What follows belongs to an exercise in optimizing a design on an open flow for small area, a short achievable clock period and few clock cycles; a production flow would make more cautious choices.
The RTL was checked by simulation tests, not by an equivalence proof against the original design.
Power is estimated from default activity; no workload was simulated.

--- config.mk ---
export PLATFORM = sky130hd
export DESIGN_NAME = circular_list_deque_unit
export DESIGN_NICKNAME = circular_list_deque_unit
export VERILOG_FILES = /design/flow/design.v
export SDC_FILE = /design/flow/constraint.sdc
export NUM_CORES = 4
export LEC_CHECK = 0
export CAP_MARGIN = 20
export CORE_MARGIN = 2
export CORE_UTILIZATION = 40
export CTS_BUF_LIST = sky130_fd_sc_hd__clkbuf_8
export CTS_CLUSTER_SIZE = 30
export SLEW_MARGIN = 20
--- constraint.sdc ---
create_clock -name core_clock -period 4.5 [get_ports {clk}]
set_input_delay 0.9000 -clock core_clock [delete_from_list [all_inputs] [get_ports {clk}]]
set_output_delay 0.9000 -clock core_clock [all_outputs]
set_load 0.01 [all_outputs]
--- design.v ---
package cdq_pkg;
    localparam int WORD_W   = 32;
    localparam int KIND_W   = 3;
    localparam int STATUS_W = 2;
    localparam logic [KIND_W-1:0] KIND_PUSH_FRONT = 3'd0;
    localparam logic [KIND_W-1:0] KIND_PUSH_BACK  = 3'd1;
    localparam logic [KIND_W-1:0] KIND_POP_FRONT  = 3'd2;
    localparam logic [KIND_W-1:0] KIND_POP_BACK   = 3'd3;
    localparam logic [KIND_W-1:0] KIND_READ_ALL   = 3'd4;
    localparam logic [STATUS_W-1:0] STATUS_OK    = 2'd0;
    localparam logic [STATUS_W-1:0] STATUS_EMPTY = 2'd1;
    localparam logic [STATUS_W-1:0] STATUS_FULL  = 2'd2;
    typedef enum logic [2:0] {
        OP_PUSH_FRONT,
        OP_PUSH_BACK,
        OP_POP_FRONT,
        OP_POP_BACK,
        OP_READ_ALL
    } op_t;
    typedef struct packed {
        op_t                      op;
        logic signed [WORD_W-1:0] value;
    } cmd_t;
    typedef struct packed {
        logic full;
        logic empty;
    } q_status_t;
    typedef enum logic [1:0] {
        ST_IDLE,
        ST_READ,
        ST_DUMP
    } state_t;
endpackage
module circular_list_deque_unit #(
    parameter int CAPACITY = 32
) (
    input  logic                                    clk,
    input  logic                                    rst_n,
    input  logic                                    req_valid,
    output logic                                    req_stall,
    input  logic [cdq_pkg::KIND_W-1:0]              kind,
    input  logic signed [cdq_pkg::WORD_W-1:0]       value,
    output logic                                    rsp_valid,
    input  logic                                    rsp_stall,
    output logic signed [cdq_pkg::WORD_W-1:0]       item,
    output logic [cdq_pkg::STATUS_W-1:0]            status,
    output logic                                    last
);
    localparam int PW = $clog2(CAPACITY);
    localparam int CW = $clog2(CAPACITY + 1);
    localparam int WW = cdq_pkg::WORD_W;
    logic [WW-1:0] mem [0:CAPACITY-1];
    logic          h_valid, s_valid;
    logic          h_pf, h_pb, h_popf, h_popb, h_rd;
    logic [2:0]    s_kind;
    logic [WW-1:0] h_value, s_value;
    logic [PW-1:0] f_ptr, fm1_ptr, b_ptr, bp1_ptr, r_ptr;
    logic [CW-1:0] count;
    logic          empty_r, full_r, single_r;
    logic          dumping, dlast_r;
    logic                r_valid, r_last;
    logic [1:0]          r_status;
    logic [CAPACITY-1:0] r_sel;
    logic          o_valid, o_last;
    logic [1:0]    o_status;
    logic [WW-1:0] o_item;
    logic o_free, r_free, go;
    logic push_ok, pop_ok, rd_ok;
    logic [PW-1:0] dump_addr, rd_addr, wa;
    logic dump_last, h_done, h_take;
    logic acc, in_ok;
    logic [2:0] n_kind;
    logic we;
    logic [WW-1:0] rd_word;
    assign o_free = !o_valid || !rsp_stall;
    assign r_free = !r_valid || o_free;
    assign go     = h_valid && r_free;
    assign push_ok = (h_pf || h_pb) && !full_r;
    assign pop_ok  = (h_popf || h_popb) && !empty_r;
    assign rd_ok   = h_rd && !empty_r;
    assign dump_addr = dumping ? r_ptr : f_ptr;
    assign dump_last = dumping ? dlast_r : single_r;
    assign h_done    = !h_rd || empty_r || dump_last;
    assign h_take    = go && h_done;
    assign req_stall = s_valid;
    assign acc       = req_valid && !s_valid;
    assign in_ok     = acc && (kind <= cdq_pkg::KIND_READ_ALL);
    assign n_kind    = s_valid ? s_kind : kind;
    always_ff @(posedge clk or negedge rst_n)
    begin
        if (!rst_n)
        begin
            h_valid <= 1'b0;
            s_valid <= 1'b0;
        end
        else if (h_take || !h_valid)
        begin
            h_valid <= s_valid || in_ok;
            s_valid <= 1'b0;
        end
        else if (in_ok)
        begin
            s_valid <= 1'b1;
        end
    end
    always_ff @(posedge clk)
    begin
        if (h_take || !h_valid)
        begin
            h_pf    <= (n_kind == cdq_pkg::KIND_PUSH_FRONT);
            h_pb    <= (n_kind == cdq_pkg::KIND_PUSH_BACK);
            h_popf  <= (n_kind == cdq_pkg::KIND_POP_FRONT);
            h_popb  <= (n_kind == cdq_pkg::KIND_POP_BACK);
            h_rd    <= (n_kind == cdq_pkg::KIND_READ_ALL);
            h_value <= s_valid ? s_value : value;
        end
        if (!s_valid)
        begin
            s_kind  <= kind;
            s_value <= value;
        end
    end
    always_ff @(posedge clk or negedge rst_n)
    begin
        if (!rst_n)
        begin
            f_ptr    <= '0;
            fm1_ptr  <= PW'(CAPACITY - 1);
            b_ptr    <= PW'(CAPACITY - 1);
            bp1_ptr  <= '0;
            count    <= '0;
            empty_r  <= 1'b1;
            full_r   <= 1'b0;
            single_r <= 1'b0;
            dumping  <= 1'b0;
        end
        else if (go)
        begin
            if (h_pf && !full_r)
            begin
                f_ptr   <= fm1_ptr;
                fm1_ptr <= fm1_ptr - PW'(1);
            end
            if (h_pb && !full_r)
            begin
                b_ptr   <= bp1_ptr;
                bp1_ptr <= bp1_ptr + PW'(1);
            end
            if (h_popf && !empty_r)
            begin
                f_ptr   <= f_ptr + PW'(1);
                fm1_ptr <= f_ptr;
            end
            if (h_popb && !empty_r)
            begin
                b_ptr   <= b_ptr - PW'(1);
                bp1_ptr <= b_ptr;
            end
            if (push_ok)
            begin
                count    <= count + CW'(1);
                empty_r  <= 1'b0;
                full_r   <= (count == CW'(CAPACITY - 1));
                single_r <= (count == '0);
            end
            if (pop_ok)
            begin
                count    <= count - CW'(1);
                empty_r  <= (count == CW'(1));
                full_r   <= 1'b0;
                single_r <= (count == CW'(2));
            end
            if (rd_ok)
            begin
                dumping <= !dump_last;
            end
        end
    end
    always_ff @(posedge clk)
    begin
        if (go && h_rd)
        begin
            r_ptr   <= dump_addr + PW'(1);
            dlast_r <= (dump_addr + PW'(1) == b_ptr);
        end
    end
    assign we = go && push_ok;
    assign wa = h_pf ? fm1_ptr : bp1_ptr;
    always_ff @(posedge clk)
    begin
        for (int i = 0; i < CAPACITY; i++)
        begin
            if (we && wa == PW'(i))
            begin
                mem[i] <= h_value;
            end
        end
    end
    assign rd_addr = h_popb ? b_ptr : dump_addr;
    always_ff @(posedge clk or negedge rst_n)
    begin
        if (!rst_n)
        begin
            r_valid <= 1'b0;
        end
        else if (r_free)
        begin
            r_valid <= go;
        end
    end
    always_ff @(posedge clk)
    begin
        if (r_free)
        begin
            for (int i = 0; i < CAPACITY; i++)
            begin
                r_sel[i] <= (pop_ok || rd_ok) && rd_addr == PW'(i);
            end
            r_last   <= h_done;
            r_status <= (h_pf || h_pb) ? (full_r ? cdq_pkg::STATUS_FULL : cdq_pkg::STATUS_OK)
                                       : (empty_r ? cdq_pkg::STATUS_EMPTY : cdq_pkg::STATUS_OK);
        end
    end
    always_comb
    begin
        rd_word = '0;
        for (int i = 0; i < CAPACITY; i++)
        begin
            rd_word = rd_word | (mem[i] & {WW{r_sel[i]}});
        end
    end
    always_ff @(posedge clk or negedge rst_n)
    begin
        if (!rst_n)
        begin
            o_valid <= 1'b0;
        end
        else if (o_free)
        begin
            o_valid <= r_valid;
        end
    end
    always_ff @(posedge clk)
    begin
        if (o_free)
        begin
            o_item   <= rd_word;
            o_status <= r_status;
            o_last   <= r_last;
        end
    end
    assign rsp_valid = o_valid;
    assign item      = o_item;
    assign status    = o_status;
    assign last      = o_last;
endmodule
--- run.sh ---
#!/bin/bash
# synth_recipe.tcl (not shown) runs the flow's synth.tcl, then flattens the netlist and writes it again
# the make line also repeats each setting of config.mk as NAME=value (left out here)
make -C /OpenROAD-flow-scripts/flow DESIGN_CONFIG=/design/flow/config.mk WORK_HOME=/design/flow/orfs CLKGATE_MAP_FILE= SYNTH_SCRIPT=/design/flow/synth_recipe.tcl finish
==> impl_metrics.py, run 1 <==
metrics = {
    "critical_path": {
        "slowest_stage": "edfxtp_1",
        "crit_fanout": 24,
        "critPathKind": "reg -> reg",
        "arrival_ns": 3.60,
        "critPathCaptureType": "flip-flop",
        "path_cells": "mux2_2 > nor4b_1 > buf_4 > or2b_1 > nor2_4 > buf_4",
        "worstPathRequired_ns": 4.98,
        "timing.rr.start": "h_pf",
        "cp-start-kind": "flip-flop",
        "max_stage_delay_ns": 0.72,
        "cp-startpoint": "h_pf",
        "cpMostUsedCell": "buf_4",
    },
    "synthesis": {
        "syn_area_um2": 43400,
        "syn_avg_cell_area_um2": 18.4,
        "yosys.area.top_type": "edfxtp_1",
        "ys_warn_count": 2,
        "postSynth.asyncResetShare_pct": 2.82,
        "synth_cells": 2352,
        "synth_cell_types": 63,
        "yosys.cell_count.top_type": "edfxtp_1",
        "synthTopCellsByArea": "edfxtp_1 79%, a22oi_1 8.9%, nand4_1 2.0%",
        "synth_edf_count": 1137,
        "yosysSeqAreaShare_pct": 82.3,
        "yosys.area.top_type_share_pct": 78.7,
        "ys_ff_latch": 1206,
        "ys_top_cells_by_count": "1137 x edfxtp_1, 515 x a22oi_1, 136 x nand4_1",
        "ys.flop_type": "edfxtp_1",
        "synth_nets": 2401,
    },
    "detailed_routing": {
        "wl_mm": 133,
        "met2_wirelength_mm": 62.3,
        "vias_per_cell": 6.18,
        "drtAntennaViolNets": 0,
        "highest_layer": "met4",
        "first_pass_iters": 6,
        "wl_met3_mm": 14.7,
        "drt-initial-drc-count": 3582,
        "dr_total_vias": 25692,
        "wire_per_inst_um": 32.0,
        "met1Wirelength_mm": 52.1,
        "drc": 0,
    },
    "floorplanning": {
        "rows": 120,
        "die-area_um2": 111000,
        "start_util_pct": 40.4,
        "io_pins": 76,
        "die_h_um": 333,
        "coreArea_um2": 107000,
        "die_x_um": 333,
    },
    "cts": {
        "clock_path_buffers": 3,
        "clock_sinks": 1206,
        "cts_resized": 0,
        "numCtsBuffers": 187,
        "post_cts_buffers": 0,
        "cts_tree": "built",
        "ctsHtreeMaxLevel": 4,
        "clk_latency_ns": 0.86,
        "ctsHoldBuffers": 0,
        "root_buffer": "clkbuf_8",
        "path_clk_slew_ns": 0.07,
    },
    "sta": {
        "holdWs_ns": 0.450,
        "hold_viol": 0,
        "finalSetupViolations": 0,
        "relSlewSlack_pct": 25.9,
        "rsz0062_at_grt": "false",
        "max_freq_mhz": 320,
        "skew_ns": 0.0479,
        "min_period_ns": 3.12,
        "postLayoutSetupSlackWorst_ns": 1.38,
        "setup-tns-final_ns": 0,
        "timing.final.crit_share_pct": 69.4,
        "drv_slew": 0,
        "worst_pin_slew_ns": 1.11,
    },
    "grt": {
        "grt_pass1_wl_mm": 186,
        "antenna_found_initial": 4,
        "grt_usage_pct": 23.7,
        "grt_max_degree": 40,
        "first_global_vias": 25111,
        "overflow": 0,
    },
    "placement": {
        "portBuffers": 75,
        "gp_congestion": 0.823,
        "dp_cells": 3806,
        "dp_hpwl_mm": 67.8,
        "dpl_cell_area_um2": 46600,
        "preCtsSetupSlack_ns": 0.799,
    },
    "layout": {
        "final-instance-count-excl-fill": 4160,
        "fin_util_pct": 46.8,
        "drive_gt1_share_pct": 15.7,
        "design_area_um2": 50300,
        "area_delta_synth_final_pct": 15.9,
        "num-nets-final": 2657,
        "layout.area.seq_um2": 35700,
        "multi_input_area_um2": 7390,
        "n_fill_cell": 8927,
    },
    "run_status": {
        "status": "timing/DRC/antenna clean",
    },
    "power": {
        "p_switching_mw": 5.74,
        "pwr_density_cell_nw_per_um2": 457,
        "p_leak_nw": 16.0,
        "p_int_mw": 17.3,
        "seq_power_share_pct": 55.7,
        "ir_worst_vdd_v": 0.000219,
        "swShare_pct": 24.9,
        "power_mw": 23.0,
        "pwr-share-comb_pct": 7.8,
        "p_clk_share_pct": 36.5,
    },
    "worst_hold_path": {
        "hold_path_class": "in -> async",
    },
    "job": {
        "cap_violations": 0,
    },
}
state kept, by name (all words and copies together) (netlist names), 2 cells and up:
| name | cells |
|---|---|
| bp1_ptr | 5 |
| r_status | 2 |
| b_ptr | 5 |
| mem | 1024 |
| o_item | 32 |
| fm1_ptr | 5 |
| count | 6 |
| o_status | 2 |
| h_value | 32 |
| s_kind | 3 |
| r_ptr | 5 |
| f_ptr | 5 |
| s_value | 32 |
| r_sel | 32 |
worst paths after layout:
check / endpoint / slack (ns) / depth (start not counted)
worst max register to register: mem[18][25] / 1.38 / 6
worst min-delay path: count[1] / 0.45 / 2
worst max-delay path: mem[18][25] / 1.38 / 6
min in group core_clock: o_status[1] / 0.45 / 0
worst min register to register: o_status[1] / 0.45 / 0
max in group asynchronous: b_ptr[0] / 3.69 / 2
cells by family after synthesis:
group | synth area share, %
AOI/OAI and AO/OA | 10.1
xor gates and xnor gates | 0.335
adders and majority gates | 0.288
buffers and inverters | 1.22
DFF | 82.3
muxes | 1.37
and+or+nand+nor | 4.40
cells in the final DEF, fill, tap and decap left out, types with 3 or more instances in the layout:
cell type,Yosys,routed
edfxtp_1,1137,1137
a22oi_1,515,515
clkbuf_8,0,195
nand4_1,136,136
inv_1,16,91
clkdlybuf4s50_1,0,75
buf_4,1,69
nor2_1,95,63
mux2_2,42,42
dfxtp_1,35,35
or4_1,33,33
clkinv_1,1,33
nor2_4,0,32
nand2_1,23,22
dfrtp_1,23,22
buf_12,0,22
a21oi_1,19,19
o21ai_0,18,18
clkinv_2,0,18
buf_8,0,15
mux2i_1,12,12
dfstp_2,11,11
nand2b_1,10,10
ha_1,10,10
xnor2_1,9,9
nand3_1,9,9
nor3_1,8,8
a31oi_1,8,8
nor3b_1,7,7
and3_1,6,6
xor2_1,5,5
o22a_1,4,4
clkinv_8,0,4
inv_6,0,4
diode_2,0,3
nor2b_1,3,3
and2b_1,3,3
o22ai_1,3,3
metal layers:
metal  vias up  track usage [%]
li1      10354                -
met1     13297             33.0
met2      1783             37.5
met3       258             4.71
met4         0             7.45
met5         -                0
worst max-delay path, delay by kind of cell, from the launching register on:
kind	cells	cell delay [ns]
buffers and inverters	2	0.72
and+or+nand+nor	3	0.99
DFF	1	0.72
muxes	1	0.28
power by group through the flow:
stage | Clock, mW | Combinational, mW | Sequential (mW)
after floorplan | 0 | 0.734 | 13.0
after global placement | 0 | 1.62 | 13.1
after detailed placement | 0 | 1.64 | 13.1
after CTS | 8.49 | 1.64 | 12.9
after global routing | 8.96 | 1.86 | 12.8
final | 8.40 | 1.80 | 12.8
final cells by class:
type	instances	area share, %
timing repair buffer	183	3.91
multi-input combinational	1012	14.7
clock buffer	195	5.34
antenna	3	0.0149
inverter	18	0.134
tap	1403	3.49
clock inverter	140	1.41
sequential	1206	71.0
Testbench counts, summed over its fixed seeds: cycles 8,149.
==> inputs of run 2 (changes only) <==
--- a/config.mk
+++ b/config.mk
@@ -8,6 +8,4 @@
 export CAP_MARGIN = 20
 export CORE_MARGIN = 2
 export CORE_UTILIZATION = 40
-export CTS_BUF_LIST = sky130_fd_sc_hd__clkbuf_8
-export CTS_CLUSTER_SIZE = 30
 export SLEW_MARGIN = 20
==> impl_metrics.py, run 2 <==
metrics = {
    "cts": {
        "clk_latency_ns": 0.72,
        "ctsHoldBuffers": 0,
        "clock_path_buffers": 3,
        "post_cts_buffers": 0,
        "cts_tree": "built",
        "cts_resized": 0,
        "root_buffer": "clkbuf_16",
        "path_clk_slew_ns": 0.06,
        "numCtsBuffers": 115,
        "clock_sinks": 1206,
        "ctsHtreeMaxLevel": 3,
    },
    "grt": {
        "antenna_found_initial": 3,
        "grt_pass1_wl_mm": 185,
        "first_global_vias": 24587,
        "grt_max_degree": 40,
        "grt_usage_pct": 23.4,
        "overflow": 0,
    },
    "power": {
        "ir_worst_vdd_v": 0.000411,
        "p_switching_mw": 5.61,
        "p_leak_nw": 15.7,
        "seq_power_share_pct": 53.4,
        "p_clk_share_pct": 39.0,
        "pwr_density_cell_nw_per_um2": 474,
        "pwr-share-comb_pct": 7.5,
        "swShare_pct": 23.4,
        "p_int_mw": 18.3,
    },
    "critical_path": {
        "critPathCaptureType": "flip-flop",
        "crit_family": "simple AND/OR/NAND/NOR gates",
        "slowest_stage": "edfxtp_1",
        "arrival_ns": 3.47,
        "cpMostUsedCell": "buf_4",
        "cp-start-kind": "flip-flop",
        "max_stage_delay_ns": 0.72,
        "path_cells": "mux2_2 > nor4b_1 > buf_4 > or2b_1 > nor2_4 > buf_4",
        "worstPathRequired_ns": 4.83,
        "critPathKind": "reg -> reg",
        "critPathBufInv": 2,
        "crit_fanout": 24,
    },
    "sta": {
        "timing.final.crit_share_pct": 69.8,
        "skew_ns": 0.0412,
        "hold_viol": 0,
        "min_period_ns": 3.14,
        "finalSetupViolations": 0,
        "drv_slew": 0,
        "relSlewSlack_pct": 24.8,
        "max_freq_mhz": 318,
        "setup-tns-final_ns": 0,
        "rsz0062_at_grt": "false",
        "worst_pin_slew_ns": 1.13,
    },
    "synthesis": {
        "yosys.area.top_type_share_pct": 78.7,
        "syn_area_um2": 43400,
        "ys.flop_type": "edfxtp_1",
        "synthTopCellsByArea": "edfxtp_1 79%, a22oi_1 8.9%, nand4_1 2.0%",
        "ys_warn_count": 2,
        "yosysSeqAreaShare_pct": 82.3,
        "synth_cells": 2352,
        "synth_cell_types": 63,
        "postSynth.asyncResetShare_pct": 2.82,
        "synth_nets": 2401,
        "ys_top_cells_by_count": "1137 x edfxtp_1, 515 x a22oi_1, 136 x nand4_1",
        "yosys.cell_count.top_type": "edfxtp_1",
        "ys_ff_latch": 1206,
        "syn_avg_cell_area_um2": 18.4,
        "synth_edf_count": 1137,
        "yosys.area.top_type": "edfxtp_1",
    },
    "detailed_routing": {
        "drtAntennaViolNets": 0,
        "drc": 0,
        "wl_mm": 132,
        "dr_total_vias": 25130,
        "drt-initial-drc-count": 3986,
        "vias_per_cell": 6.22,
        "wire_per_inst_um": 32.7,
        "first_pass_iters": 8,
    },
    "floorplanning": {
        "io_pins": 76,
        "coreArea_um2": 107000,
        "die-area_um2": 111000,
        "rows": 120,
        "die_h_um": 333,
        "start_util_pct": 40.4,
        "die_x_um": 333,
    },
    "layout": {
        "final_common_cell": "edfxtp_1",
        "top_register": "mem",
        "num-nets-final": 2585,
        "largest_reg_flops": 1024,
        "design_area_um2": 50600,
        "area_delta_synth_final_pct": 16.5,
        "drive_gt1_share_pct": 13.8,
        "layout_common_cells": "1137 x edfxtp_1, 515 x a22oi_1, 136 x nand4_1, 117 x clkbuf_16, 75 x clkdlybuf4s50_1",
    },
    "placement": {
        "gp_congestion": 0.823,
        "portBuffers": 75,
        "dpl_cell_area_um2": 46600,
        "dp_hpwl_mm": 67.8,
    },
    "job": {
        "cap_violations": 0,
    },
    "run_status": {
        "status": "timing/DRC/antenna clean",
    },
    "worst_hold_path": {
        "hold_path_class": "reg -> reg",
    },
}
[run 2: cell counts after synthesis]
Identical to the previous run, type by type.
[run 2: worst paths after layout]
check / cells past startpoint / slack [ns] / endpoint / start
worst max register to register: 6 / 1.36 / mem[18][12] / h_pf
worst min-delay path: 0 / 0.43 / o_last / r_last
min in group asynchronous: 2 / 0.62 / f_ptr[4] / rst_n
worst min register to register: 0 / 0.43 / o_last / r_last
worst max-delay path: 6 / 1.36 / mem[18][12] / h_pf
max in group asynchronous: 2 / 3.52 / empty_r / rst_n
[run 2: power by group through the flow]
stage	sequential, mW	clock (mW)	combinational, mW
finish	12.8	9.35	1.80
global route	12.8	9.86	1.86
CTS	12.9	9.43	1.65
detailed placement	13.1	0	1.64
global placement	13.1	0	1.62
floorplan	13.0	0	0.734
[run 2: logic make-up after synthesis]
group | count (synthesis) | share of synthesized area (%)
AND/OR/NAND/NOR | 344 | 4.40
flip-flops | 1206 | 82.3
XOR/XNOR | 15 | 0.335
buffers and inverters | 134 | 1.22
AO/OA/AOI/OAI | 589 | 10.1
multiplexers | 54 | 1.37
adder cells (fa/ha/maj) | 10 | 0.288
[run 2: stage by stage]
stage	instances	worst slack (ns)	hold slack (ns)	util (%)	total power, mW
global route	4036	1.24	0.451	47.1	24.5
CTS	4020	1.43	0.441	46.9	24.0
floorplan	2352	0.874	0.400	-	13.7
global placement	3805	0.779	0.451	43.4	14.7
detailed placement	3806	0.799	0.408	43.5	14.8
finish	4037	1.36	0.434	47.1	23.9
[run 2: final cells by class]
type,instances,area (µm²)
well taps,1403,1760
repair buffers,183,1990
clock inverters,76,643
diodes,1,2.50
fillers,8842,56800
multi-input cells,1012,7390
clock buffers,138,3010
flip-flops and latches,1206,35700
inverters,18,67.6
[run 2: worst reg2reg max path, delay by kind of cell, from the launching register on]
kind	cells	cell delay, ns
multiplexers	1	0.28
flip-flops	1	0.72
buffers and inverters	2	0.72
AND/OR/NAND/NOR	3	1.03
[run 2: layer usage]
metal,part of all wire [%],GRT usage (%),vias to the layer above,wire length [µm]
li1,-,-,10178,-
met1,38,33.1,12943,50700
met2,47,37.3,1729,61900
met3,11,3.77,280,14900
met4,3.2,6.97,0,4270
met5,0,0,-,0
==> inputs of run 3 (changes only) <==
--- a/design.v
+++ b/design.v
@@ -50,10 +50,12 @@
     localparam int CW = $clog2(CAPACITY + 1);
     localparam int WW = cdq_pkg::WORD_W;
     logic [WW-1:0] mem [0:CAPACITY-1];
-    logic          h_valid, s_valid;
+    logic          s_valid, stall_q, port_ok;
+    logic          s_pf, s_pb, s_popf, s_popb, s_rd;
+    logic [WW-1:0] s_value;
+    logic          h_valid;
     logic          h_pf, h_pb, h_popf, h_popb, h_rd;
-    logic [2:0]    s_kind;
-    logic [WW-1:0] h_value, s_value;
+    logic [WW-1:0] h_value;
     logic [PW-1:0] f_ptr, fm1_ptr, b_ptr, bp1_ptr, r_ptr;
     logic [CW-1:0] count;
     logic          empty_r, full_r, single_r;
@@ -61,16 +63,17 @@
     logic                r_valid, r_last;
     logic [1:0]          r_status;
     logic [CAPACITY-1:0] r_sel;
-    logic          o_valid, o_last;
+    logic          o_valid, o_port, o_last;    
     logic [1:0]    o_status;
     logic [WW-1:0] o_item;
     logic o_free, r_free, go;
     logic push_ok, pop_ok, rd_ok;
-    logic [PW-1:0] dump_addr, rd_addr, wa;
+    logic [PW-1:0] dump_addr;
+    logic sel_b, sel_f;
     logic dump_last, h_done, h_take;
-    logic acc, in_ok;
-    logic [2:0] n_kind;
-    logic we;
+    logic          w_en;
+    logic [PW-1:0] w_addr;
+    logic [WW-1:0] w_data;
     logic [WW-1:0] rd_word;
     assign o_free = !o_valid || !rsp_stall;
     assign r_free = !r_valid || o_free;
@@ -82,41 +85,37 @@
     assign dump_last = dumping ? dlast_r : single_r;
     assign h_done    = !h_rd || empty_r || dump_last;
     assign h_take    = go && h_done;
-    assign req_stall = s_valid;
-    assign acc       = req_valid && !s_valid;
-    assign in_ok     = acc && (kind <= cdq_pkg::KIND_READ_ALL);
-    assign n_kind    = s_valid ? s_kind : kind;
-    always_ff @(posedge clk or negedge rst_n)
-    begin
-        if (!rst_n)
-        begin
-            h_valid <= 1'b0;
+    assign req_stall = stall_q;
+    assign port_ok = req_valid && kind <= cdq_pkg::KIND_READ_ALL;
+    assign h_valid = s_valid || port_ok;
+    assign h_pf    = s_valid ? s_pf   : (kind == cdq_pkg::KIND_PUSH_FRONT);
+    assign h_pb    = s_valid ? s_pb   : (kind == cdq_pkg::KIND_PUSH_BACK);
+    assign h_popf  = s_valid ? s_popf : (kind == cdq_pkg::KIND_POP_FRONT);
+    assign h_popb  = s_valid ? s_popb : (kind == cdq_pkg::KIND_POP_BACK);
+    assign h_rd    = s_valid ? s_rd   : (kind == cdq_pkg::KIND_READ_ALL);
+    assign h_value = s_valid ? s_value : value;
+    always_ff @(posedge clk or negedge rst_n)
+    begin
+        if (!rst_n)
+        begin
             s_valid <= 1'b0;
-        end
-        else if (h_take || !h_valid)
-        begin
-            h_valid <= s_valid || in_ok;
-            s_valid <= 1'b0;
-        end
-        else if (in_ok)
-        begin
-            s_valid <= 1'b1;
-        end
-    end
-    always_ff @(posedge clk)
-    begin
-        if (h_take || !h_valid)
-        begin
-            h_pf    <= (n_kind == cdq_pkg::KIND_PUSH_FRONT);
-            h_pb    <= (n_kind == cdq_pkg::KIND_PUSH_BACK);
-            h_popf  <= (n_kind == cdq_pkg::KIND_POP_FRONT);
-            h_popb  <= (n_kind == cdq_pkg::KIND_POP_BACK);
-            h_rd    <= (n_kind == cdq_pkg::KIND_READ_ALL);
-            h_value <= s_valid ? s_value : value;
-        end
+            stall_q <= 1'b0;
+        end
+        else
+        begin
+            s_valid <= h_valid && !h_take;
+            stall_q <= s_valid ? !(r_free && h_done) : (port_ok && !(r_free && h_done));
+        end
+    end
+    always_ff @(posedge clk)
+    begin
         if (!s_valid)
         begin
-            s_kind  <= kind;
+            s_pf    <= (kind == cdq_pkg::KIND_PUSH_FRONT);
+            s_pb    <= (kind == cdq_pkg::KIND_PUSH_BACK);
+            s_popf  <= (kind == cdq_pkg::KIND_POP_FRONT);
+            s_popb  <= (kind == cdq_pkg::KIND_POP_BACK);
+            s_rd    <= (kind == cdq_pkg::KIND_READ_ALL);
             s_value <= value;
         end
     end
@@ -184,19 +183,34 @@
             dlast_r <= (dump_addr + PW'(1) == b_ptr);
         end
     end
-    assign we = go && push_ok;
-    assign wa = h_pf ? fm1_ptr : bp1_ptr;
+    always_ff @(posedge clk or negedge rst_n)
+    begin
+        if (!rst_n)
+        begin
+            w_en <= 1'b0;
+        end
+        else
+        begin
+            w_en <= go && push_ok;
+        end
+    end
+    always_ff @(posedge clk)
+    begin
+        w_addr <= h_pf ? fm1_ptr : bp1_ptr;
+        w_data <= h_value;
+    end
     always_ff @(posedge clk)
     begin
         for (int i = 0; i < CAPACITY; i++)
         begin
-            if (we && wa == PW'(i))
-            begin
-                mem[i] <= h_value;
-            end
-        end
-    end
-    assign rd_addr = h_popb ? b_ptr : dump_addr;
+            if (w_en && w_addr == PW'(i))
+            begin
+                mem[i] <= w_data;
+            end
+        end
+    end
+    assign sel_b = h_popb && !empty_r;
+    assign sel_f = (h_popf || h_rd) && !empty_r;
     always_ff @(posedge clk or negedge rst_n)
     begin
         if (!rst_n)
@@ -214,7 +228,7 @@
         begin
             for (int i = 0; i < CAPACITY; i++)
             begin
-                r_sel[i] <= (pop_ok || rd_ok) && rd_addr == PW'(i);
+                r_sel[i] <= (sel_b && b_ptr == PW'(i)) || (sel_f && dump_addr == PW'(i));
             end
             r_last   <= h_done;
             r_status <= (h_pf || h_pb) ? (full_r ? cdq_pkg::STATUS_FULL : cdq_pkg::STATUS_OK)
@@ -240,6 +254,17 @@
             o_valid <= r_valid;
         end
     end
+    always_ff @(posedge clk or negedge rst_n)
+    begin
+        if (!rst_n)
+        begin
+            o_port <= 1'b0;
+        end
+        else
+        begin
+            o_port <= r_valid || (o_port && rsp_stall);
+        end
+    end
     always_ff @(posedge clk)
     begin
         if (o_free)
@@ -249,7 +274,7 @@
             o_last   <= r_last;
         end
     end
-    assign rsp_valid = o_valid;
+    assign rsp_valid = o_port;
     assign item      = o_item;
     assign status    = o_status;
     assign last      = o_last;
--- a/config.mk
+++ b/config.mk
@@ -7,5 +7,8 @@
 export LEC_CHECK = 0
 export CAP_MARGIN = 20
 export CORE_MARGIN = 2
-export CORE_UTILIZATION = 40
+export CORE_UTILIZATION = 65
+export CTS_CLUSTER_DIAMETER = 150
+export CTS_CLUSTER_SIZE = 25
+export SETUP_SLACK_MARGIN = 2.3
 export SLEW_MARGIN = 20
==> impl_metrics.py, run 3 <==
metrics = {
    "run_status": {
        "status": "timing/DRC/antenna clean",
    },
    "layout": {
        "area_delta_synth_final_pct": 10.8,
        "largest_reg_flops": 1024,
        "n_fill_cell": 3921,
        "drive_gt1_share_pct": 13.8,
        "num-nets-final": 2573,
        "antenna_cells": 0,
        "top_register": "mem",
        "layout_common_cells": "1132 x edfxtp_1, 514 x a22oi_1, 130 x nand4_1, 122 x buf_4, 59 x nand2_1",
        "final_common_cell": "edfxtp_1",
    },
    "critical_path": {
        "max_stage_delay_ns": 0.49,
        "crit_family": "flip-flops",
        "crit_fanout": 1,
        "path_cells": "buf_2",
        "critPathCaptureType": "output port",
        "critPathBufInv": 1,
        "arrival_ns": 1.36,
        "cp-start-kind": "flip-flop",
        "worstPathRequired_ns": 3.60,
        "slowest_stage": "edfxtp_1",
        "critPathKind": "reg -> out",
    },
    "synthesis": {
        "synthTopCellsByArea": "edfxtp_1 80%, a22oi_1 9.0%, nand4_1 1.9%",
        "synth_cells": 2336,
        "synth_edf_count": 1132,
        "synth_top_family_by_area": "compound AO/OA/AOI/OAI gates",
        "ys_ff_latch": 1178,
        "ys_warn_count": 2,
        "synth-simple-area-share_pct": 4.50,
        "muxShareOfSynthArea_pct": 0.220,
        "synth_cell_types": 62,
        "yosys.area.top_type": "edfxtp_1",
        "synth_fa_ha_area_share_pct": 0.557,
        "syn_avg_cell_area_um2": 18.3,
        "ys.flop_type": "edfxtp_1",
        "syn_area_um2": 42700,
        "ys_top_cells_by_count": "1132 x edfxtp_1, 514 x a22oi_1, 130 x nand4_1",
        "yosys.cell_count.top_type": "edfxtp_1",
        "synth_compound_area_share_pct": 10.9,
        "postSynth.asyncResetShare_pct": 3.06,
        "yosys.area.top_type_share_pct": 79.7,
        "synth_xor_area_share_pct": 0.267,
        "synth_nets": 2394,
        "yosysSeqAreaShare_pct": 82.3,
    },
    "sta": {
        "min_period_ns": 2.26,
        "hold_viol": 0,
        "rsz0062_at_grt": "true",
        "drv_slew": 0,
        "worst_pin_slew_ns": 1.07,
        "skew_ns": 0.0333,
        "relSlewSlack_pct": 28.6,
        "setup-tns-final_ns": 0,
        "max_freq_mhz": 442,
        "postLayoutSetupSlackWorst_ns": 2.24,
        "timing.final.crit_share_pct": 50.2,
        "finalSetupViolations": 0,
    },
    "floorplanning": {
        "die_h_um": 260,
        "io_pins": 76,
        "die_x_um": 260,
        "die-area_um2": 67700,
        "start_util_pct": 65.9,
        "coreArea_um2": 64700,
        "rows": 93,
    },
    "power": {
        "pwr_density_cell_nw_per_um2": 463,
        "power_mw": 21.9,
        "ir_worst_vdd_v": 0.000362,
        "p_leak_nw": 14.6,
    },
    "detailed_routing": {
        "dr_total_vias": 25344,
        "vias_per_cell": 7.50,
        "drc": 0,
        "drtAntennaViolNets": 0,
        "first_pass_iters": 6,
        "drt-initial-drc-count": 4717,
        "wl_mm": 130,
        "wire_per_inst_um": 38.3,
    },
    "cts": {
        "cts_tree": "built",
        "numCtsBuffers": 53,
        "clock_sinks": 1178,
        "ctsHtreeMaxLevel": 2,
        "clk_latency_ns": 0.68,
        "path_clk_slew_ns": 0.11,
        "ctsHoldBuffers": 0,
        "clock_path_buffers": 3,
        "root_buffer": "clkbuf_16",
    },
    "grt": {
        "first_global_vias": 24072,
        "grt_max_degree": 37,
        "antenna_found_initial": 1,
        "grt_usage_pct": 38.7,
        "overflow": 0,
        "grt_pass1_wl_mm": 179,
    },
    "placement": {
        "portBuffers": 75,
        "gp_congestion": 0.839,
        "dp_hpwl_mm": 64.9,
        "preCtsSetupSlack_ns": 1.20,
    },
    "job": {
        "cap_violations": 0,
    },
    "worst_hold_path": {
        "hold_path_class": "in -> async",
    },
}
==> run 3: cell count changes in the layout (fill, tap and decap cells not counted), moves of 22 or more <==
cell             change
dfxtp_1             -25
clkdlybuf4s50_1     -42
nor2_1              -43
nand2_1             +37
buf_2               +23
clkbuf_16           -63
buf_6               +22
clkinv_1            -34
clkinv_2            -22
mux2_2              -39
buf_4               +53
==> run 3: cell families (layout without fill, tap and decap cells) <==
logic type               after synthesis  count (layout)
flip-flops                          1178            1178
AO/OA/AOI/OAI                        638             638
AND/OR/NAND/NOR                      345             349
buffers and inverters                134             319
adder cells (fa/ha/maj)               19              19
XOR/XNOR                              13              13
multiplexers                           9               9
==> run 3: worst paths after layout <==
| kind | slack, ns | from | depth (start not counted) | endpoint |
|---|---|---|---|---|
| max | 2.24 | o_item[3] | 1 | item[3] |
| min | 0.32 | rst_n | 1 | f_ptr[1] |
| max reg2reg | 2.24 | w_en | 4 | mem[7][9] |
| min reg2reg | 0.45 | r_status[0] | 0 | o_status[0] |
| max in group asynchronous | 3.59 | rst_n | 1 | dumping |
| min in group core_clock | 0.45 | r_status[0] | 0 | o_status[0] |
==> run 3: cell type report <==
cell class | count | area, µm² | share of cell area [%]
Inverter | 18 | 67.6 | 0.143
Sequential cell | 1178 | 35100 | 74.3
Clock buffer | 62 | 1380 | 2.92
Timing Repair Buffer | 236 | 2060 | 4.36
Clock inverter | 3 | 66.3 | 0.140
Tap cell | 855 | 1070 | 2.26
Multi-Input combinational cell | 1028 | 7490 | 15.9
==> run 3: per-stage QoR <==
stage                     util (%)  instances  hold WS, ns  cell area (µm²)
after floorplan                  -       2336        0.400            42700
after global placement        69.4       3228        0.421            44900
after detailed placement      69.4       3228        0.423            44900
after CTS                     72.8       3371        0.333            47100
after global routing          73.0       3380        0.367            47200
final                         73.0       3380        0.317            47200
==> run 3: what timing repair did <==
action	in CTS	in global routing
pin swaps	25	6
endpoints found under the setup margin	739	409
buffers inserted	75	8
gates cloned	3	1
gates resized for setup	148	49
==> run 3: layer usage <==
layer / wire length, µm / vias up / track usage (%) / share of wire [%]
met3: 18600 / 406 / 8.90 / 14
met2: 59800 / 2110 / 60.3 / 46
li1: - / 10036 / - / -
met4: 6510 / 2 / 15.8 / 5.0
met1: 44700 / 12790 / 54.0 / 34
met5: 13 / - / 0 / 0.010
==> run 3: report_power, final <==
group	leakage (nW)	total, mW	switching (mW)	internal, mW
sequential	10.8	13.2	0.616	12.6
combinational	3.15	3.28	2.22	1.06
clock	0.703	5.40	3.20	2.20
Testbench counts of run 3, summed over its fixed seeds: cycles 8,144.
==> inputs of run 4 (changes only) <==
--- a/design.v
+++ b/design.v
@@ -57,7 +57,6 @@
     logic          h_pf, h_pb, h_popf, h_popb, h_rd;
     logic [WW-1:0] h_value;
     logic [PW-1:0] f_ptr, fm1_ptr, b_ptr, bp1_ptr, r_ptr;
-    logic [CW-1:0] count;
     logic          empty_r, full_r, single_r;
     logic          dumping, dlast_r;
     logic                r_valid, r_last;
@@ -71,8 +70,9 @@
     logic [PW-1:0] dump_addr;
     logic sel_b, sel_f;
     logic dump_last, h_done, h_take;
-    logic          w_en;
-    logic [PW-1:0] w_addr;
+    logic [3:0]    w_lo;       
+    logic [7:0]    w_hi;       
+    logic [PW-1:0] wa;
     logic [WW-1:0] w_data;
     logic [WW-1:0] rd_word;
     assign o_free = !o_valid || !rsp_stall;
@@ -127,7 +127,6 @@
             fm1_ptr  <= PW'(CAPACITY - 1);
             b_ptr    <= PW'(CAPACITY - 1);
             bp1_ptr  <= '0;
-            count    <= '0;
             empty_r  <= 1'b1;
             full_r   <= 1'b0;
             single_r <= 1'b0;
@@ -157,17 +156,15 @@
             end
             if (push_ok)
             begin
-                count    <= count + CW'(1);
                 empty_r  <= 1'b0;
-                full_r   <= (count == CW'(CAPACITY - 1));
-                single_r <= (count == '0);
+                full_r   <= (fm1_ptr == bp1_ptr);       
+                single_r <= empty_r;
             end
             if (pop_ok)
             begin
-                count    <= count - CW'(1);
-                empty_r  <= (count == CW'(1));
+                empty_r  <= single_r;
                 full_r   <= 1'b0;
-                single_r <= (count == CW'(2));
+                single_r <= (f_ptr + PW'(1) == b_ptr);  
             end
             if (rd_ok)
             begin
@@ -187,23 +184,30 @@
     begin
         if (!rst_n)
         begin
-            w_en <= 1'b0;
+            w_hi <= '0;
         end
         else
         begin
-            w_en <= go && push_ok;
-        end
-    end
-    always_ff @(posedge clk)
-    begin
-        w_addr <= h_pf ? fm1_ptr : bp1_ptr;
+            for (int j = 0; j < 8; j++)
+            begin
+                w_hi[j] <= go && push_ok && wa[4:2] == 3'(j);
+            end
+        end
+    end
+    assign wa = h_pf ? fm1_ptr : bp1_ptr;
+    always_ff @(posedge clk)
+    begin
+        for (int j = 0; j < 4; j++)
+        begin
+            w_lo[j] <= (wa[1:0] == 2'(j));
+        end
         w_data <= h_value;
     end
     always_ff @(posedge clk)
     begin
         for (int i = 0; i < CAPACITY; i++)
         begin
-            if (w_en && w_addr == PW'(i))
+            if (w_hi[i / 4] && w_lo[i % 4])
             begin
                 mem[i] <= w_data;
             end
@@ -222,9 +226,15 @@
             r_valid <= go;
         end
     end
-    always_ff @(posedge clk)
-    begin
-        if (r_free)
+    always_ff @(posedge clk or negedge rst_n)
+    begin
+        if (!rst_n)
+        begin
+            r_sel    <= '0;
+            r_last   <= 1'b0;
+            r_status <= '0;
+        end
+        else if (r_free)
         begin
             for (int i = 0; i < CAPACITY; i++)
             begin
@@ -265,9 +275,15 @@
             o_port <= r_valid || (o_port && rsp_stall);
         end
     end
-    always_ff @(posedge clk)
-    begin
-        if (o_free)
+    always_ff @(posedge clk or negedge rst_n)
+    begin
+        if (!rst_n)
+        begin
+            o_item   <= '0;
+            o_status <= '0;
+            o_last   <= 1'b0;
+        end
+        else if (o_free)
         begin
             o_item   <= rd_word;
             o_status <= r_status;
==> impl_metrics.py, run 4 <==
metrics = {
    "synthesis": {
        "postSynth.asyncResetShare_pct": 9.08,
        "ys_top_cells_by_count": "1062 x edfxtp_1, 440 x a22oi_1, 151 x clkbuf_1",
        "yosys.cell_count.top_type": "edfxtp_1",
        "syn_area_um2": 43100,
        "ys.flop_type": "edfxtp_1",
        "syn_avg_cell_area_um2": 17.2,
        "synth_edf_count": 1062,
        "synth_cells": 2510,
        "yosysSeqAreaShare_pct": 80.6,
        "yosys.area.top_type": "edfxtp_1",
        "synth_nets": 2563,
        "ys_warn_count": 2,
        "yosys.area.top_type_share_pct": 73.9,
        "ys_ff_latch": 1178,
        "synthTopCellsByArea": "edfxtp_1 74%, a22oi_1 7.7%, dfrtp_1 5.6%",
        "synth_cell_types": 66,
    },
    "grt": {
        "grt_max_degree": 58,
        "grt_usage_pct": 40.2,
        "grt_pass1_wl_mm": 188,
        "first_global_vias": 24649,
        "antenna_found_initial": 3,
        "overflow": 0,
    },
    "layout": {
        "drive_gt1_share_pct": 11.4,
        "final_common_cell": "edfxtp_1",
        "layout_common_cells": "1062 x edfxtp_1, 440 x a22oi_1, 124 x nand4_1, 87 x a21oi_1, 77 x nand2_1",
        "area_delta_synth_final_pct": 7.98,
        "antenna_cells": 0,
        "n_fill_cell": 4214,
        "num-nets-final": 2602,
        "final-instance-count-excl-fill": 3454,
        "largest_reg_flops": 1024,
        "top_register": "mem",
    },
    "sta": {
        "worst_pin_slew_ns": 1.10,
        "max_freq_mhz": 453,
        "timing.final.crit_share_pct": 49.1,
        "skew_ns": 0.0475,
        "rsz0062_at_grt": "true",
        "hold_viol": 0,
        "relSlewSlack_pct": 26.3,
        "setup-tns-final_ns": 0,
        "min_period_ns": 2.21,
        "drv_slew": 0,
        "holdWs_ns": 0.282,
        "postLayoutSetupSlackWorst_ns": 2.29,
        "finalSetupViolations": 0,
    },
    "cts": {
        "cts_tree": "built",
        "ctsHtreeMaxLevel": 2,
        "root_buffer": "clkbuf_16",
        "clock_path_buffers": 3,
        "clock_sinks": 1178,
        "clk_latency_ns": 0.67,
        "ctsHoldBuffers": 0,
        "numCtsBuffers": 53,
        "path_clk_slew_ns": 0.11,
    },
    "critical_path": {
        "worstPathRequired_ns": 4.83,
        "cp.depth": 2,
        "arrival_ns": 2.54,
        "path_cells": "and2_2 > buf_4",
        "critPathCaptureType": "flip-flop",
        "max_stage_delay_ns": 0.89,
        "critPathBufInv": 1,
        "r2r_cells": 2,
        "slowest_stage": "and2_2",
        "cp-start-kind": "flip-flop",
        "crit_family": "simple AND/OR/NAND/NOR gates",
        "crit_fanout": 20,
        "critPathKind": "reg -> reg",
        "r2r_setup_slack_ns": 2.29,
    },
    "detailed_routing": {
        "wl_mm": 137,
        "drt-initial-drc-count": 5245,
        "wire_per_inst_um": 39.6,
        "first_pass_iters": 6,
        "drtAntennaViolNets": 0,
        "dr_total_vias": 26315,
        "drc": 0,
        "vias_per_cell": 7.62,
    },
    "power": {
        "ir_worst_vdd_v": 0.000427,
        "pwr_density_cell_nw_per_um2": 462,
        "p_leak_nw": 14.7,
    },
    "placement": {
        "gp_congestion": 0.877,
        "dp_cells": 3335,
        "preCtsSetupSlack_ns": 1.34,
        "dp_hpwl_mm": 66.3,
        "portBuffers": 75,
    },
    "floorplanning": {
        "rows": 94,
        "die_h_um": 262,
        "coreArea_um2": 65700,
        "start_util_pct": 65.6,
        "die_x_um": 262,
        "io_pins": 76,
        "die-area_um2": 68400,
    },
    "job": {
        "cap_violations": 0,
    },
    "worst_hold_path": {
        "hold_path_class": "in -> async",
    },
    "run_status": {
        "status": "timing/DRC/antenna clean",
    },
}
## run 4: cell count changes after synthesis, moves of 19 or more
| cell | change |
|---|---|
| a21oi_1 | +63 |
| a222oi_1 | +32 |
| a22oi_1 | -74 |
| and2_1 | +35 |
| clkbuf_1 | +42 |
| dfrtp_1 | +71 |
| edfxtp_1 | -70 |
| nand2_1 | +19 |
| nand3_1 | +29 |
| nor4_1 | +34 |
| o211ai_1 | +22 |
| o22ai_1 | -19 |
| or4_1 | -33 |
## run 4: what timing repair did
item                       CTS  global route
resized for setup          160            31
buffers inserted             8            12
setup endpoints to repair  135           120
gates cloned                 1             1
pin swaps                    1             3
## run 4: final cells by class
| type | instances | area [µm²] | share of cell area [%] |
|---|---|---|---|
| clock buffers | 94 | 1500 | 3.22 |
| clock inverters | 2 | 46.3 | 0.0994 |
| inverters | 23 | 90.1 | 0.193 |
| multi-input cells | 1141 | 7850 | 16.8 |
| flip-flops and latches | 1178 | 34800 | 74.8 |
| well taps | 864 | 1080 | 2.32 |
| repair buffers | 152 | 1180 | 2.54 |
## run 4: worst reg2reg max path, delay by kind of cell, from the launching register on
family / cells / cell delay (ns)
simple gates: 1 / 0.89
buf+inv: 1 / 0.47
flops: 1 / 0.51
## run 4: routing by layer
| layer | part of all wire (%) | global-route usage [%] | wire (µm) |
|---|---|---|---|
| met2 | 46 | 62.1 | 62400 |
| met1 | 35 | 58.0 | 48600 |
| met3 | 14 | 8.46 | 19700 |
| met5 | 0.0088 | 0 | 12 |
| met4 | 4.5 | 14.3 | 6190 |
## run 4: kinds of logic after synthesis
kind of cell,after synthesis,synth area share (%)
AO/OA/AOI/OAI,680,11.5
XOR/XNOR,18,0.365
adder cells (fa/ha/maj),14,0.406
buffers and inverters,193,1.75
flip-flops,1178,80.6
multiplexers,7,0.165
AND/OR/NAND/NOR,420,5.19
## run 4: final timing paths
check                             from          end
max in group asynchronous        rst_n     r_sel[2]
setup reg to reg               w_lo[0]   mem[28][3]
setup / recovery               w_lo[0]   mem[28][3]
hold reg to reg            r_status[0]  r_status[0]
min in group core_clock    r_status[0]  r_status[0]
hold / removal                   rst_n     f_ptr[1]
## run 4: stage by stage
step | power [mW] | area [µm²] | utilization (%)
5_1_grt | 22.1 | 46600 | 70.8
3_5_place_dp | 16.1 | 44800 | 68.2
3_3_place_gp | 16.0 | 44800 | 68.2
2_1_floorplan | 14.7 | 43200 | -
6_report | 21.5 | 46600 | 70.8
4_1_cts | 21.4 | 46500 | 70.7
## run 4: power by group
part	switching (mW)	leakage [nW]	total [mW]	internal, mW
sequential	0.813	11.0	13.3	12.5
combinational	1.67	3.00	2.66	0.990
clock	3.29	0.731	5.59	2.30
total	5.77	14.7	21.5	15.8
Testbench counts of run 4, summed over its fixed seeds: cycles 8,144.
==> inputs of run 5 (changes only) <==
--- a/config.mk
+++ b/config.mk
@@ -10,5 +10,5 @@
 export CORE_UTILIZATION = 65
 export CTS_CLUSTER_DIAMETER = 150
 export CTS_CLUSTER_SIZE = 25
-export SETUP_SLACK_MARGIN = 2.3
+export SETUP_SLACK_MARGIN = 2.15
 export SLEW_MARGIN = 20
==> impl_metrics.py, run 5 <==
metrics = {
    "run_status": {
        "status": "timing/DRC/antenna clean",
    },
    "floorplanning": {
        "coreArea_um2": 65700,
        "die-area_um2": 68400,
        "io_pins": 76,
        "rows": 94,
        "die_x_um": 262,
        "start_util_pct": 65.6,
        "die_h_um": 262,
    },
    "placement": {
        "gp_congestion": 0.882,
        "portBuffers": 75,
        "dp_hpwl_mm": 68.0,
    },
    "synthesis": {
        "ys.flop_type": "edfxtp_1",
        "yosysSeqAreaShare_pct": 80.6,
        "synth_cells": 2510,
        "syn_avg_cell_area_um2": 17.2,
        "yosys.cell_count.top_type": "edfxtp_1",
        "yosys.area.top_type_share_pct": 73.9,
        "synth_nets": 2563,
        "syn_area_um2": 43100,
        "ys_top_cells_by_count": "1062 x edfxtp_1, 440 x a22oi_1, 151 x clkbuf_1",
        "synth_cell_types": 66,
        "synth_edf_count": 1062,
        "ys_ff_latch": 1178,
        "yosys.area.top_type": "edfxtp_1",
        "postSynth.asyncResetShare_pct": 9.08,
        "ys_warn_count": 2,
        "synthTopCellsByArea": "edfxtp_1 74%, a22oi_1 7.7%, dfrtp_1 5.6%",
    },
    "detailed_routing": {
        "drtAntennaViolNets": 0,
        "first_pass_iters": 7,
        "dr_total_vias": 26226,
        "drt-initial-drc-count": 5004,
        "vias_per_cell": 7.60,
        "drc": 0,
        "wl_mm": 135,
        "wire_per_inst_um": 39.2,
    },
    "sta": {
        "drv_slew": 0,
        "finalSetupViolations": 0,
        "worst_pin_slew_ns": 1.14,
        "holdWs_ns": 0.291,
        "min_period_ns": 2.33,
        "max_freq_mhz": 430,
        "timing.final.crit_share_pct": 51.7,
        "skew_ns": 0.0325,
        "rsz0062_at_grt": "true",
        "hold_viol": 0,
        "relSlewSlack_pct": 24.2,
        "setup-tns-final_ns": 0,
    },
    "critical_path": {
        "cp-start-kind": "flip-flop",
        "slowest_stage": "dfrtp_1",
        "r2r_setup_slack_ns": 2.18,
        "crit_fanout": 2,
        "arrival_ns": 1.43,
        "worstPathRequired_ns": 3.60,
        "max_stage_delay_ns": 0.46,
        "critPathKind": "reg -> out",
        "crit_family": "flip-flops",
        "critPathBufInv": 1,
        "critPathCaptureType": "output port",
        "path_cells": "dlygate4sd2_1",
    },
    "layout": {
        "layout_common_cells": "1062 x edfxtp_1, 440 x a22oi_1, 124 x nand4_1, 86 x a21oi_1, 80 x nand2_1",
        "top_register": "mem",
        "drive_gt1_share_pct": 9.40,
        "num-nets-final": 2593,
        "final_common_cell": "edfxtp_1",
        "area_delta_synth_final_pct": 8.03,
        "largest_reg_flops": 1024,
    },
    "cts": {
        "clock_path_buffers": 3,
        "path_clk_slew_ns": 0.11,
        "cts_tree": "built",
        "clk_latency_ns": 0.67,
        "numCtsBuffers": 53,
        "clock_sinks": 1178,
        "ctsHtreeMaxLevel": 2,
        "ctsHoldBuffers": 0,
        "root_buffer": "clkbuf_16",
    },
    "worst_hold_path": {
        "hold_path_class": "in -> async",
    },
    "grt": {
        "first_global_vias": 24805,
        "grt_pass1_wl_mm": 186,
        "overflow": 0,
        "grt_max_degree": 108,
        "antenna_found_initial": 2,
        "grt_usage_pct": 39.8,
    },
    "job": {
        "cap_violations": 0,
    },
    "power": {
        "ir_worst_vdd_v": 0.000367,
        "power_mw": 21.5,
        "pwr_density_cell_nw_per_um2": 462,
        "p_leak_nw": 14.7,
    },
}
## run 5: layer usage
metal  track usage, %  vias up  routed length [µm]
li1                 -    10294                   -
met1             57.4    13392               47900
met2             61.9     2213               62800
met3             8.23      325               19200
met4             13.6        2                5370
met5                0        -                  11
## run 5: area by class of cell
type | instances | area [µm²]
Timing Repair Buffer | 145 | 1250
Clock inverter | 2 | 46.3
Antenna cell | 1 | 2.50
Inverter | 23 | 88.8
Sequential cell | 1178 | 34800
Tap cell | 864 | 1080
Clock buffer | 97 | 1510
Multi-Input combinational cell | 1139 | 7810
Fill cell | 4147 | 19100
## run 5: worst paths after layout
| path | start | endpoint | cells past startpoint |
|---|---|---|---|
| worst max register to register | r_sel[20] | o_item[6] | 6 |
| worst min register to register | r_status[0] | r_status[0] | 2 |
| min in group core_clock | r_status[0] | r_status[0] | 2 |
| max in group asynchronous | rst_n | r_sel[23] | 2 |
| worst min-delay path | rst_n | full_r | 2 |
| worst max-delay path | o_item[29] | item[29] | 1 |
## run 5: through the flow
stage          instance area (µm²)  setup WS (ns)  cells  utilization [%]
2_1_floorplan                43100           2.16   2510                -
3_3_place_gp                 44900           1.33   3340             68.2
3_5_place_dp                 44900           1.27   3340             68.2
4_1_cts                      46500           1.95   3441             70.7
5_1_grt                      46600           2.08   3448             70.9
6_report                     46600           2.17   3449             70.9
## run 5: repair_timing
item,in CTS,in global routing
buffers inserted,2,7
endpoints found under the hold margin,0,0
endpoints found under the setup margin,81,66
resized for setup,51,20
## run 5: power by group
group | total [mW] | switching, mW | internal (mW) | leakage [nW]
clock | 5.59 | 3.28 | 2.31 | 0.735
sequential | 13.3 | 0.821 | 12.5 | 11.0
combinational | 2.63 | 1.62 | 1.01 | 3.04
## run 5: cell families after synthesis
kind of cell | Yosys count | share of synthesized area [%]
buffers and inverters | 193 | 1.75
multiplexers | 7 | 0.165
AO/OA/AOI/OAI | 680 | 11.5
AND/OR/NAND/NOR | 420 | 5.19
flip-flops | 1178 | 80.6
adder cells (fa/ha/maj) | 14 | 0.406
XOR/XNOR | 18 | 0.365
==> inputs of run 6 (changes only) <==
--- a/config.mk
+++ b/config.mk
@@ -10,5 +10,5 @@
 export CORE_UTILIZATION = 65
 export CTS_CLUSTER_DIAMETER = 150
 export CTS_CLUSTER_SIZE = 25
-export SETUP_SLACK_MARGIN = 2.15
+export SETUP_SLACK_MARGIN = 2.45
 export SLEW_MARGIN = 20
==> impl_metrics.py, run 6 <==
metrics = {
    "critical_path": {
        "slowest_stage": "dfrtp_1",
        "cp-start-kind": "flip-flop",
        "path_cells": "mux2i_4 > inv_1 > ha_2 > and2_1 > ha_1 > xor2_1 > nand3_1 > nor3_1",
        "worstPathRequired_ns": 5.00,
        "critPathKind": "reg -> reg",
        "critPathCaptureType": "flip-flop",
        "max_stage_delay_ns": 0.52,
        "crit_family": "adder cells",
        "crit_fanout": 5,
        "critPathBufInv": 1,
        "arrival_ns": 2.68,
    },
    "synthesis": {
        "syn_avg_cell_area_um2": 17.2,
        "synth_nets": 2563,
        "yosys.cell_count.top_type": "edfxtp_1",
        "ys_ff_latch": 1178,
        "synth-simple-area-share_pct": 5.19,
        "muxShareOfSynthArea_pct": 0.165,
        "syn_area_um2": 43100,
        "ys_top_cells_by_count": "1062 x edfxtp_1, 440 x a22oi_1, 151 x clkbuf_1",
        "ys_warn_count": 2,
        "yosys.area.top_type_share_pct": 73.9,
        "synth_fa_ha_area_share_pct": 0.406,
        "synth_xor_area_share_pct": 0.365,
        "synth_cell_types": 66,
        "synthTopCellsByArea": "edfxtp_1 74%, a22oi_1 7.7%, dfrtp_1 5.6%",
        "synth_edf_count": 1062,
        "synth_compound_area_share_pct": 11.5,
        "yosys.area.top_type": "edfxtp_1",
        "postSynth.asyncResetShare_pct": 9.08,
        "synth_top_family_by_area": "compound AO/OA/AOI/OAI gates",
        "synth_cells": 2510,
        "yosysSeqAreaShare_pct": 80.6,
        "ys.flop_type": "edfxtp_1",
    },
    "grt": {
        "grt_usage_pct": 40.7,
        "antenna_found_initial": 0,
        "overflow": 0,
        "grt_pass1_wl_mm": 189,
        "first_global_vias": 24901,
        "grt_max_degree": 48,
    },
    "sta": {
        "hold_viol": 0,
        "timing.final.crit_share_pct": 48.4,
        "rsz0062_at_grt": "true",
        "worst_pin_slew_ns": 1.08,
        "drv_slew": 0,
        "relSlewSlack_pct": 27.9,
        "skew_ns": 0.0311,
        "setup-tns-final_ns": 0,
        "max_freq_mhz": 459,
        "finalSetupViolations": 0,
        "min_period_ns": 2.18,
    },
    "placement": {
        "dpl_cell_area_um2": 44900,
        "portBuffers": 75,
        "gp_congestion": 0.880,
        "dp_hpwl_mm": 67.2,
    },
    "power": {
        "p_leak_nw": 14.9,
        "pwr_density_cell_nw_per_um2": 461,
        "ir_worst_vdd_v": 0.000367,
    },
    "cts": {
        "numCtsBuffers": 53,
        "root_buffer": "clkbuf_16",
        "clock_sinks": 1178,
        "path_clk_slew_ns": 0.10,
        "cts_tree": "built",
        "clock_path_buffers": 3,
        "ctsHtreeMaxLevel": 2,
        "clk_latency_ns": 0.66,
        "ctsHoldBuffers": 0,
    },
    "job": {
        "cap_violations": 0,
    },
    "layout": {
        "area_delta_synth_final_pct": 9.17,
        "largest_reg_flops": 1024,
        "n_fill_cell": 4143,
        "drive_gt1_share_pct": 12.7,
        "layout_common_cells": "1062 x edfxtp_1, 440 x a22oi_1, 124 x nand4_1, 87 x a21oi_1, 80 x buf_4",
        "design_area_um2": 47100,
        "antenna_cells": 0,
        "fin_util_pct": 71.6,
        "top_register": "mem",
        "final_common_cell": "edfxtp_1",
        "num-nets-final": 2629,
    },
    "floorplanning": {
        "die-area_um2": 68400,
        "io_pins": 76,
        "coreArea_um2": 65700,
        "die_h_um": 262,
        "rows": 94,
        "die_x_um": 262,
        "start_util_pct": 65.6,
    },
    "detailed_routing": {
        "wire_per_inst_um": 39.6,
        "drtAntennaViolNets": 0,
        "dr_total_vias": 26524,
        "first_pass_iters": 8,
        "vias_per_cell": 7.61,
        "drt-initial-drc-count": 5019,
        "wl_mm": 138,
        "drc": 0,
    },
    "run_status": {
        "status": "timing/DRC/antenna clean",
    },
    "worst_hold_path": {
        "hold_path_class": "in -> async",
    },
}
==> run 6: cell counts after synthesis <==
Identical to the previous run, type by type.
==> run 6: path summary, 6_finish.rpt <==
kind | cells past startpoint | endpoint | start | slack, ns
max | 8 | dlast_r | f_ptr[1] | 2.32
min | 1 | f_ptr[4] | rst_n | 0.29
max in group asynchronous | 2 | r_sel[29] | rst_n | 3.19
min in group core_clock | 2 | o_status[1] | o_status[1] | 0.48
min reg2reg | 2 | o_status[1] | o_status[1] | 0.48
max reg2reg | 8 | dlast_r | f_ptr[1] | 2.32
==> run 6: power breakdown <==
group          leakage (nW)  internal [mW]  switching (mW)  total (mW)
Clock                 0.743           2.34            3.27        5.61
Combinational          3.20           1.10            1.73        2.82
Sequential             11.0           12.5           0.806        13.3
Total                  14.9           15.9            5.80        21.7
==> run 6: metrics by stage <==
step / worst slack, ns / hold slack (ns) / power, mW / instances
after global routing: 2.21 / 0.317 / 22.3 / 3484
after global placement: 1.42 / 0.452 / 16.0 / 3336
after floorplan: 2.28 / 0.439 / 14.8 / 2510
after detailed placement: 1.31 / 0.455 / 16.1 / 3336
after CTS: 2.25 / 0.303 / 21.5 / 3466
final: 2.32 / 0.287 / 21.7 / 3484
==> run 6: metal layers <==
metal | track usage (%) | part of all wire (%) | vias up
met2 | 61.3 | 45 | 2373
met4 | 14.6 | 4.1 | 0
li1 | - | - | 10381
met3 | 9.71 | 16 | 343
met1 | 59.2 | 35 | 13427
met5 | 0 | 0 | -
==> run 6: final cells by class <==
type | instances | area [µm²] | share of cell area (%)
inverters | 23 | 90.1 | 0.191
multi-input cells | 1142 | 7990 | 17.0
clock inverters | 2 | 38.8 | 0.0824
repair buffers | 178 | 1510 | 3.20
well taps | 864 | 1080 | 2.30
flip-flops and latches | 1178 | 34800 | 74.0
clock buffers | 97 | 1530 | 3.26
==> run 6: logic make-up (layout without fill, tap and decap cells) <==
logic type,Yosys count,after routing
DFF,1178,1178
AOI/OAI and AO/OA,680,680
and+or+nand+nor,420,423
buffers and inverters,193,300
xor gates and xnor gates,18,18
adders and majority gates,14,14
muxes,7,7
==> run 6: what timing repair did <==
item | in CTS | in global routing
endpoints found under the hold margin | 0 | 0
resized for setup | 214 | 52
cloned | 3 | 0
pin swaps | 7 | 2
setup buffers | 28 | 18
setup endpoints to repair | 364 | 200

separate check: timing with driven ports:
The flow's constraints put no driver on any port. The routed layouts listed below were extracted and timed again, unchanged, in two steps.
Step 1 (the two cells are an assumption about what drives the block):
set clk [get_ports {clk}]
set_driving_cell -lib_cell sky130_fd_sc_hd__clkbuf_16 $clk
set_driving_cell -lib_cell sky130_fd_sc_hd__buf_2 [delete_from_list [all_inputs] $clk]
Step 2 times the ports against the registers' clock, not the clock port: input delays grow and output delays shrink by t, the midpoint of the rising clock arrivals with the driver on.
a / b / c = no drivers / after step 1 / after step 2; a / b = the first two.
run	t (ns)	slack for setup (ns)	cell pins on the clock port's net
run 1	0.909	1.376 / 1.376 / 0.750	1
run 2	0.764	1.360 / 1.360 / 0.707	1
run 3	0.727	2.240 / 2.175 / 1.730	1
run 4	0.708	2.291 / 2.239 / 1.738	1
run 5	0.712	2.174 / 2.107 / 1.578	1
run 6	0.708	2.320 / 2.255 / 1.839	1
After both steps every run listed still meets setup and hold. For run 2, which loses most, drivers alone change the setup slack by 0.000 ns; drivers and shift together by -0.653 ns.
